This design comes from an exercise in tuning for small area and a short achievable clock period on the open sky130 flow, not from production work.
Where RTL was checked, it was by simulation tests only, not by an equivalence proof against the original.
Power is estimated from default activity; no workload was simulated.

Setup of P:
// pipelined_div
module pipelined_div #(
   parameter int unsigned N = 16,
   parameter int unsigned D = 16
) (
   input  logic         clk,
   input  logic         rst,
   input  logic         ce,
   input  logic         in_valid,
   input  logic [N-1:0] dividend,
   input  logic [D-1:0] divisor,
   output logic         out_valid,
   output logic [N-1:0] quotient,
   output logic [D-1:0] remainder
);
==> module div_step, before the edit <==
module div_step #(
   parameter int W = 16
) (
   input  logic [W-1:0] t,
   input  logic [W-1:0] d,
   input  logic         hz,
   output logic         fits,
   output logic [W-1:0] rem
);
   localparam int L = (W > 8) ? 4 : (W > 4) ? 3 : (W > 2) ? 2 : 1;
   logic [W-1:0] g [L+1];
   logic [W-1:0] p [L+1];
   logic [W:0]   b;
   always_comb begin
      g[0] = t & d;
      p[0] = t | d;
      for (int l = 0; l < L; l++) begin
         for (int i = 0; i < W; i++) begin
            if (i[l]) begin
               g[l+1][i] = g[l][i] | (p[l][i] & g[l][((i >> l) << l) - 1]);
               p[l+1][i] = p[l][i] & p[l][((i >> l) << l) - 1];
            end else begin
               g[l+1][i] = g[l][i];
               p[l+1][i] = p[l][i];
            end
         end
      end
      b = {g[L], 1'b0};
      fits = hz & ~b[W];
      rem = t ^ ({W{fits}} & (d ^ b[W-1:0]));
   end
endmodule
==> flow/config.mk <==
export PLATFORM = sky130hd
export DESIGN_NAME = pipelined_div
export DESIGN_NICKNAME = pipelined_div
export VERILOG_FILES = /design/flow/design.v
export SDC_FILE = /design/flow/constraint.sdc
export NUM_CORES = 4
export LEC_CHECK = 0
export ABC_AREA = 1
export CAP_MARGIN = 20
export CORE_MARGIN = 2
export CORE_UTILIZATION = 55
export CTS_BUF_LIST = sky130_fd_sc_hd__clkbuf_16
export CTS_CLUSTER_DIAMETER = 100
export CTS_CLUSTER_SIZE = 25
export PLACE_DENSITY = 0.7
export SETUP_SLACK_MARGIN = 1.8
export SLEW_MARGIN = 20
==> flow/constraint.sdc <==
create_clock -name core_clock -period 4.0 [get_ports {clk}]
set_input_delay 0.8000 -clock core_clock [delete_from_list [all_inputs] [get_ports {clk}]]
set_output_delay 0.8000 -clock core_clock [all_outputs]
set_load 0.01 [all_outputs]
standard.sh (not shown) runs the stock make flow with config.mk's settings and CLKGATE_MAP_FILE= SYNTH_SCRIPT=/design/flow/synth_recipe.tcl, a recipe that flattens the netlist after the stock synthesis.
==> flow/flow/run.sh <==
#!/bin/bash
# The standard layout, with plain buffers (not delay cells) on the ports.
set -euo pipefail
export BUFFER_PORTS_ARGS="-buffer_cell sky130_fd_sc_hd__buf_2"
bash standard.sh > standard.log 2>&1
What Q does differently from P at the input level:
diff --git a/flow/design.v b/flow/design.v
--- a/flow/design.v
+++ b/flow/design.v
@@ -103,11 +103,11 @@
       g[0] = t & d;
       p[0] = t | d;
       for (int l = 0; l < L; l++) begin
          for (int i = 0; i < W; i++) begin
-            if (i[l]) begin
-               g[l+1][i] = g[l][i] | (p[l][i] & g[l][((i >> l) << l) - 1]);
-               p[l+1][i] = p[l][i] & p[l][((i >> l) << l) - 1];
+            if (i >= (1 << l)) begin
+               g[l+1][i] = g[l][i] | (p[l][i] & g[l][i-(1<<l)]);
+               p[l+1][i] = p[l][i] & p[l][i-(1<<l)];
             end else begin
                g[l+1][i] = g[l][i];
                p[l+1][i] = p[l][i];
             end
Results
- Taking P as the reference, in Q share of power burned in registers fell by 0.5 points, achievable frequency rose by 4.2%, critical path depth rose by 2, die area rose by 2.8%, met3 capacity usage during global routing stayed essentially flat.
- Of Q and P, the lower horizontal die dimension belongs to P.
- Compared with P, Q shows a largest net degree at the start of global routing that is about 11% lower.
- From P to Q the numbers moved as follows: shortest clock period the worst path allows after layout fell by 0.088 ns; final cell count without fillers now sits higher.
No functional check of the RTL was part of P.

The RTL this note starts from:
==> flow/design.v <==
module pipelined_div #(
   parameter int unsigned N = 16,
   parameter int unsigned D = 16
) (
   input  logic         clk,
   input  logic         rst,
   input  logic         ce,
   input  logic         in_valid,
   input  logic [N-1:0] dividend,
   input  logic [D-1:0] divisor,
   output logic         out_valid,
   output logic [N-1:0] quotient,
   output logic [D-1:0] remainder
);
   logic [N:0] vld_q;
   always_ff @(posedge clk) begin
      if (!rst) vld_q <= '0;
      else if (ce) vld_q <= {vld_q[N-1:0], in_valid};
   end
   logic [N-1:0] dq_q0;
   logic [D-1:0] div_q0;
   always_ff @(posedge clk) begin
      if (ce) begin
         dq_q0  <= dividend;
         div_q0 <= divisor;
      end
   end
   genvar k;
   generate
      for (k = 0; k < int'(N); k++) begin : g_stage
         logic [N-1:0] dq_in;
         logic [D-1:0] div_in;
         logic [k:0]   trial;
         logic         hi_zero;
         logic         fits;
         logic [k:0]   rem_d;
         logic [N-1:0] dq_d;
         if (k == 0) begin : g_first
            assign dq_in  = dq_q0;
            assign div_in = div_q0;
            assign trial  = ~dq_in[N-1];
         end else begin : g_next
            assign dq_in  = g_stage[k-1].dq_q;
            assign div_in = g_stage[k-1].div_q;
            assign trial  = {g_stage[k-1].rem_q, ~dq_in[N-1]};
         end
         if (k + 1 < int'(D)) begin : g_hi
            assign hi_zero = ~|div_in[D-1:k+1];
         end else begin : g_nohi
            assign hi_zero = 1'b1;
         end
         div_step #(.W(k + 1)) u_step (
            .t    (trial),
            .d    (div_in[k:0]),
            .hz   (hi_zero),
            .fits (fits),
            .rem  (rem_d)
         );
         assign dq_d  = {dq_in[N-2:0], fits};
         logic [k:0]   rem_q;
         logic [N-1:0] dq_q;
         logic [D-1:0] div_q;
         if (k + 1 < int'(N)) begin : g_mid
            always_ff @(posedge clk) begin
               if (ce) begin
                  rem_q <= rem_d;   
                  dq_q  <= dq_d;
                  div_q <= div_in;
               end
            end
         end else begin : g_last
            always_ff @(posedge clk) begin
               if (!rst) begin
                  rem_q <= '0;
                  dq_q  <= '0;
               end else if (ce) begin
                  rem_q <= ~rem_d;
                  dq_q  <= dq_d;
               end
            end
            assign div_q = '0;
         end
      end
   endgenerate
   assign out_valid = vld_q[N];
   assign quotient  = g_stage[N-1].dq_q;
   assign remainder = g_stage[N-1].rem_q;
endmodule
module div_step #(
   parameter int W = 16
) (
   input  logic [W-1:0] t,
   input  logic [W-1:0] d,
   input  logic         hz,
   output logic         fits,
   output logic [W-1:0] rem
);
   localparam int L = (W > 8) ? 4 : (W > 4) ? 3 : (W > 2) ? 2 : 1;
   logic [W-1:0] g [L+1];
   logic [W-1:0] p [L+1];
   logic [W:0]   b;
   always_comb begin
      g[0] = t & d;
      p[0] = t | d;
      for (int l = 0; l < L; l++) begin
         for (int i = 0; i < W; i++) begin
            if (i >= (1 << l)) begin
               g[l+1][i] = g[l][i] | (p[l][i] & g[l][i-(1<<l)]);
               p[l+1][i] = p[l][i] & p[l][i-(1<<l)];
            end else begin
               g[l+1][i] = g[l][i];
               p[l+1][i] = p[l][i];
            end
         end
      end
      b = {g[L], 1'b0};
      fits = hz & ~b[W];
      rem = t ^ ({W{fits}} & (d ^ b[W-1:0]));
   end
endmodule
Settings: LEC_CHECK=0, ABC_AREA=1, CAP_MARGIN=20, CORE_MARGIN=2, CORE_UTILIZATION=40, CTS_BUF_LIST=sky130_fd_sc_hd__clkbuf_16, CTS_CLUSTER_DIAMETER=100, CTS_CLUSTER_SIZE=25, SETUP_SLACK_MARGIN=1.8, SLEW_MARGIN=20; clock period 4.0 ns.
Scripts as last shown in full above: flow/flow/run.sh
Then changed:
--- a/flow/design.v
+++ b/flow/design.v
@@ -13,4 +13,5 @@
    output logic [D-1:0] remainder
 );
+   localparam int RK = 12;   
    logic [N:0] vld_q;
    always_ff @(posedge clk) begin
@@ -64,7 +65,16 @@
             always_ff @(posedge clk) begin
                if (ce) begin
-                  rem_q <= rem_d;   
                   dq_q  <= dq_d;
                   div_q <= div_in;
+               end
+            end
+            if (k >= RK) begin : g_rrst
+               always_ff @(posedge clk) begin
+                  if (!rst) rem_q <= '0;
+                  else if (ce) rem_q <= rem_d;
+               end
+            end else begin : g_rnorst
+               always_ff @(posedge clk) begin
+                  if (ce) rem_q <= rem_d;
                end
             end
Effect: The new run finished clean; cell count rises by a little under a tenth; routed wire length is higher by a little under a tenth; global-route usage grows by 1.1 points; non-clock buffer count went down by 13; maximum frequency stays flat; register-to-register slack hardly moves; hold slack gets better by 0.0094 ns; sequential power goes down slightly; clock skew fell by 0.016 ns.
The RTL of the second run of this note was laid out without a check of its function.

## run A
Another version of the RTL of pipelined_div (not shown whole).
Size in the first run: ~1900 cells after synthesis, about 680 flip-flops, ~69 I/O pins.
==> flow/design.v (excerpt) <==
module pipelined_div #(
   parameter int unsigned N = 16,
   parameter int unsigned D = 16
) (
   input  logic         clk,
   input  logic         rst,
   input  logic         ce,
   input  logic         in_valid,
   input  logic [N-1:0] dividend,
   input  logic [D-1:0] divisor,
   output logic         out_valid,
   output logic [N-1:0] quotient,
   output logic [D-1:0] remainder
);
==> module pipelined_div, before the edit <==
module pipelined_div #(
   parameter int unsigned N = 16,
   parameter int unsigned D = 16
) (
   input  logic         clk,
   input  logic         rst,
   input  logic         ce,
   input  logic         in_valid,
   input  logic [N-1:0] dividend,
   input  logic [D-1:0] divisor,
   output logic         out_valid,
   output logic [N-1:0] quotient,
   output logic [D-1:0] remainder
);
   logic [N:0] vld_q;
   always_ff @(posedge clk) begin
      if (!rst) vld_q <= '0;
      else if (ce) vld_q <= {vld_q[N-1:0], in_valid};
   end
   logic [N-1:0] dq_q0;
   logic [D-1:0] div_q0;
   always_ff @(posedge clk) begin
      if (ce) begin
         dq_q0  <= dividend;
         div_q0 <= divisor;
      end
   end
   genvar k;
   generate
      for (k = 0; k < int'(N); k++) begin : g_stage
         logic [N-1:0] dq_in;
         logic [D-1:0] div_in;
         logic [k:0]   trial;
         logic         hi_zero;
         logic [k+1:0] diff;
         logic         fits;
         logic [k:0]   rem_d;
         logic [N-1:0] dq_d;
         if (k == 0) begin : g_first
            assign dq_in  = dq_q0;
            assign div_in = div_q0;
            assign trial  = dq_in[N-1];
         end else begin : g_next
            assign dq_in  = g_stage[k-1].dq_q;
            assign div_in = g_stage[k-1].div_q;
            assign trial  = {g_stage[k-1].rem_q, dq_in[N-1]};
         end
         if (k + 1 < int'(D)) begin : g_hi
            assign hi_zero = ~|div_in[D-1:k+1];
         end else begin : g_nohi
            assign hi_zero = 1'b1;
         end
         assign diff  = {1'b0, trial} - {1'b0, div_in[k:0]};
         assign fits  = hi_zero & ~diff[k+1];
         assign rem_d = fits ? diff[k:0] : trial;
         assign dq_d  = {dq_in[N-2:0], fits};
         logic [k:0]   rem_q;
         logic [N-1:0] dq_q;
         logic [D-1:0] div_q;
         if (k + 1 < int'(N)) begin : g_mid
            always_ff @(posedge clk) begin
               if (ce) begin
                  rem_q <= rem_d;
                  dq_q  <= dq_d;
                  div_q <= div_in;
               end
            end
         end else begin : g_last
            always_ff @(posedge clk) begin
               if (!rst) begin
                  rem_q <= '0;
                  dq_q  <= '0;
               end else if (ce) begin
                  rem_q <= rem_d;
                  dq_q  <= dq_d;
               end
            end
            assign div_q = '0;
         end
      end
   endgenerate
   assign out_valid = vld_q[N];
   assign quotient  = g_stage[N-1].dq_q;
   assign remainder = g_stage[N-1].rem_q;
endmodule
Settings: LEC_CHECK=0, CAP_MARGIN=20, CORE_MARGIN=2, CORE_UTILIZATION=40, SETUP_SLACK_MARGIN=2.2, SLEW_MARGIN=20; clock period 4.0 ns.
run.sh (not shown) runs the stock make flow with config.mk's settings and CLKGATE_MAP_FILE= SYNTH_SCRIPT=/design/flow/synth_recipe.tcl, a recipe that flattens the netlist after the stock synthesis.
Stock flow here: none of the scripts above is used.
Relative to run A, the following input files were edited for run B:
diff --git a/flow/design.v b/flow/design.v
--- a/flow/design.v
+++ b/flow/design.v
@@ -31,9 +31,8 @@
          logic [N-1:0] dq_in;
          logic [D-1:0] div_in;
          logic [k:0]   trial;
          logic         hi_zero;
-         logic [k+1:0] diff;
          logic         fits;
          logic [k:0]   rem_d;
          logic [N-1:0] dq_d;
          if (k == 0) begin : g_first
@@ -49,11 +48,15 @@
             assign hi_zero = ~|div_in[D-1:k+1];
          end else begin : g_nohi
             assign hi_zero = 1'b1;
          end
-         assign diff  = {1'b0, trial} - {1'b0, div_in[k:0]};
-         assign fits  = hi_zero & ~diff[k+1];
-         assign rem_d = fits ? diff[k:0] : trial;
+         div_step #(.W(k + 1)) u_step (
+            .t    (trial),
+            .d    (div_in[k:0]),
+            .hz   (hi_zero),
+            .fits (fits),
+            .rem  (rem_d)
+         );
          assign dq_d  = {dq_in[N-2:0], fits};
          logic [k:0]   rem_q;
          logic [N-1:0] dq_q;
          logic [D-1:0] div_q;
@@ -82,4 +85,36 @@
    assign out_valid = vld_q[N];
    assign quotient  = g_stage[N-1].dq_q;
    assign remainder = g_stage[N-1].rem_q;
 endmodule
+module div_step #(
+   parameter int W = 16
+) (
+   input  logic [W-1:0] t,
+   input  logic [W-1:0] d,
+   input  logic         hz,
+   output logic         fits,
+   output logic [W-1:0] rem
+);
+   localparam int L = (W > 1) ? $clog2(W) : 1;
+   logic [W-1:0] g [L+1];
+   logic [W-1:0] p [L+1];
+   logic [W:0]   b;
+   always_comb begin
+      g[0] = ~t & d;
+      p[0] = ~(t ^ d);
+      for (int l = 0; l < L; l++) begin
+         for (int i = 0; i < W; i++) begin
+            if (i >= (1 << l)) begin
+               g[l+1][i] = g[l][i] | (p[l][i] & g[l][i-(1<<l)]);
+               p[l+1][i] = p[l][i] & p[l][i-(1<<l)];
+            end else begin
+               g[l+1][i] = g[l][i];
+               p[l+1][i] = p[l][i];
+            end
+         end
+      end
+      b = {g[L], 1'b0};
+      fits = hz & ~b[W];
+      rem = t ^ ({W{fits}} & (d ^ b[W-1:0]));
+   end
+endmodule
## What came out
Run A and run B ended up with nearly the same setup TNS after final layout.
Compared with run A, in run B setup slack climbed 260 ps; number of buffers other than clock buffers in the final layout decreased by 6.4% relative to the old numbers.
Run A reports its main combinational cell family by area after synthesis as compound AO/OA/AOI/OAI gates while run B reports XOR/XNOR gates.
Diff run A -> run B: number of nets at the end of the flow shows a reduction of 70; width of the die shows a reduction of about 1%; required arrival time at the worst endpoint shows an increase of 20 ps.
Run B vs. run A: leakage power went down by about 0.5%, global routing usage on met2 went down by 0.21 points.
No run of this note included a check of the RTL's function; only the layout flow was run.

Another version of the RTL of pipelined_div (not shown whole).
Size: roughly 680 flip-flops, ~69 I/O pins.
==> module div_step, before the edit <==
module div_step #(
   parameter int W = 16
) (
   input  logic [W-1:0] t,
   input  logic [W-1:0] d,
   input  logic         hz,
   output logic         fits,
   output logic [W-1:0] rem
);
   localparam int L = (W > 8) ? 4 : (W > 4) ? 3 : (W > 2) ? 2 : 1;
   logic [W-1:0] gg, pp, gt, pt, g0, p0;
   logic         bg, bp;
   logic [W:0]   b;
   always_comb begin
      g0 = t & d;
      p0 = t | d;
      gg[0] = g0[0];
      for (int i = 1; i < W; i++) begin
         if (i % 4 == 0) begin
            bg = g0[i-1] | (p0[i-1] & g0[i-2]) | (p0[i-1] & p0[i-2] & g0[i-3])
                 | (p0[i-1] & p0[i-2] & p0[i-3] & g0[i-4]);
            bp = p0[i-1] & p0[i-2] & p0[i-3] & p0[i-4];
            gg[i] = g0[i] | (p0[i] & (bg | (bp & ((i >= 8) ? gg[i-5] : 1'b0))));
         end else begin
            gg[i] = g0[i] | (p0[i] & gg[i-1]);
         end
      end
      gt = t & d;
      pt = t | d;
      for (int l = 0; l < L; l++) begin
         for (int i = 0; i < W; i += (2 << l)) begin
            if (i + (1 << l) < W) begin
               gt[i + (1 << l)] = gt[i + (1 << l)] | (pt[i + (1 << l)] & gt[i]);
               pt[i + (1 << l)] = pt[i + (1 << l)] & pt[i];
               gt[i] = gt[i + (1 << l)];
               pt[i] = pt[i + (1 << l)];
            end
         end
      end
      b = {gg, 1'b0};
      fits = hz & ~gt[0];
      rem = t ^ ({W{fits}} & (d ^ b[W-1:0]));
   end
endmodule
clock: 4.0 ns
lec_check: 0
abc_area: 1
cap_margin: 20
core_margin: 2
core_utilization: 55
cts_buf_list: sky130_fd_sc_hd__clkbuf_16
cts_cluster_diameter: 100
cts_cluster_size: 25
place_density: 0.7
setup_slack_margin: 1.8
slew_margin: 20
standard.sh (not shown) runs the stock make flow with config.mk's settings and CLKGATE_MAP_FILE= SYNTH_SCRIPT=/design/flow/synth_recipe.tcl, a recipe that flattens the netlist after the stock synthesis.
Scripts as last shown in full above: flow/flow/run.sh
The starting point produced a clean layout.
Then changed:
--- a/flow/design.v
+++ b/flow/design.v
@@ -93,27 +93,31 @@
    input  logic [W-1:0] d,
    input  logic         hz,
    output logic         fits,
    output logic [W-1:0] rem
 );
    localparam int L = (W > 8) ? 4 : (W > 4) ? 3 : (W > 2) ? 2 : 1;
-   logic [W-1:0] gg, pp, gt, pt, g0, p0;
-   logic         bg, bp;
+   logic [W-1:0] gg, pp, gt, pt;
    logic [W:0]   b;
    always_comb begin
-      g0 = t & d;
-      p0 = t | d;
-      gg[0] = g0[0];
-      for (int i = 1; i < W; i++) begin
-         if (i % 4 == 0) begin
-            bg = g0[i-1] | (p0[i-1] & g0[i-2]) | (p0[i-1] & p0[i-2] & g0[i-3])
-                 | (p0[i-1] & p0[i-2] & p0[i-3] & g0[i-4]);
-            bp = p0[i-1] & p0[i-2] & p0[i-3] & p0[i-4];
-            gg[i] = g0[i] | (p0[i] & (bg | (bp & ((i >= 8) ? gg[i-5] : 1'b0))));
-         end else begin
-            gg[i] = g0[i] | (p0[i] & gg[i-1]);
+      gg = t & d;
+      pp = t | d;
+      for (int l = 0; l < L; l++) begin
+         for (int i = 0; i < W; i++) begin
+            if ((i + 1) % (2 << l) == 0) begin
+               gg[i] = gg[i] | (pp[i] & gg[i-(1<<l)]);
+               pp[i] = pp[i] & pp[i-(1<<l)];
+            end
+         end
+      end
+      for (int l = L - 2; l >= 0; l--) begin
+         for (int i = 0; i < W; i++) begin
+            if ((i + 1) % (2 << l) == (1 << l) && i >= (2 << l)) begin
+               gg[i] = gg[i] | (pp[i] & gg[i-(1<<l)]);
+               pp[i] = pp[i] & pp[i-(1<<l)];
+            end
          end
       end
       gt = t & d;
       pt = t | d;
       for (int l = 0; l < L; l++) begin
          for (int i = 0; i < W; i += (2 << l)) begin
Global-route usage fell by 1.1 points.
Routed wire length drops by 5.8%.
Synthesized area is lower by 1.1%.
Non-clock buffer count is unchanged.
Cell count falls by 2.0%.
Via count fell by 1.5%.
Cell area fell by 1.3%.
Total power barely changes.
Clock skew climbs by 11 ps.
Setup slack is better by 33 ps.
Count of clock-buffer cells in the layout does not change.
Synthesized cell count came out lower by 0.80%.
Utilization fell by 0.40 points.
Only the layout flow was run in the first run of this note; the RTL was not checked for function there.

-- re-timing with driven ports --
The flow's constraints put no driver on any port. The routed layouts listed below were extracted and timed again, unchanged, in two steps.
Step 1 (the two cells are an assumption about what drives the block):
set clk [get_ports {clk}]
set_driving_cell -lib_cell sky130_fd_sc_hd__clkbuf_16 $clk
set_driving_cell -lib_cell sky130_fd_sc_hd__buf_2 [delete_from_list [all_inputs] $clk]
Step 2 times the ports against the registers' clock, not the clock port: input delays grow and output delays shrink by t, the midpoint of the rising clock arrivals with the driver on.
Three values: ideal, step 1, step 2; two values: the first two.
| run | t, ns | setup slack, ns | worst setup path at the end | pins driven straight from the clock port |
|---|---|---|---|---|
| P | 0.675 | 1.836 / 1.836 / 1.421 | input to register | 1 |
| Q | 0.673 | 1.924 / 1.924 / 1.550 | input to register | 1 |
| the first run of note 2 | 0.634 | 1.906 / 1.906 / 1.524 | input to register | 1 |
| the second run of note 2 | 0.639 | 1.912 / 1.912 / 1.395 | input to register | 1 |
| run A | 0.651 | 1.066 / 1.066 / 1.066 | register to register | 1 |
| run B | 0.669 | 1.329 / 1.329 / 1.329 | register to register | 1 |
| the first run of note 4 | 0.655 | 1.865 / 1.865 / 1.591 | input to register | 1 |
| the second run of note 4 | 0.645 | 1.898 / 1.898 / 1.373 | input to register | 1 |
After both steps setup and hold are still met in every run listed. For the second run of note 4, which loses most, drivers alone change the setup slack by 0.000 ns; drivers and shift together by -0.525 ns.
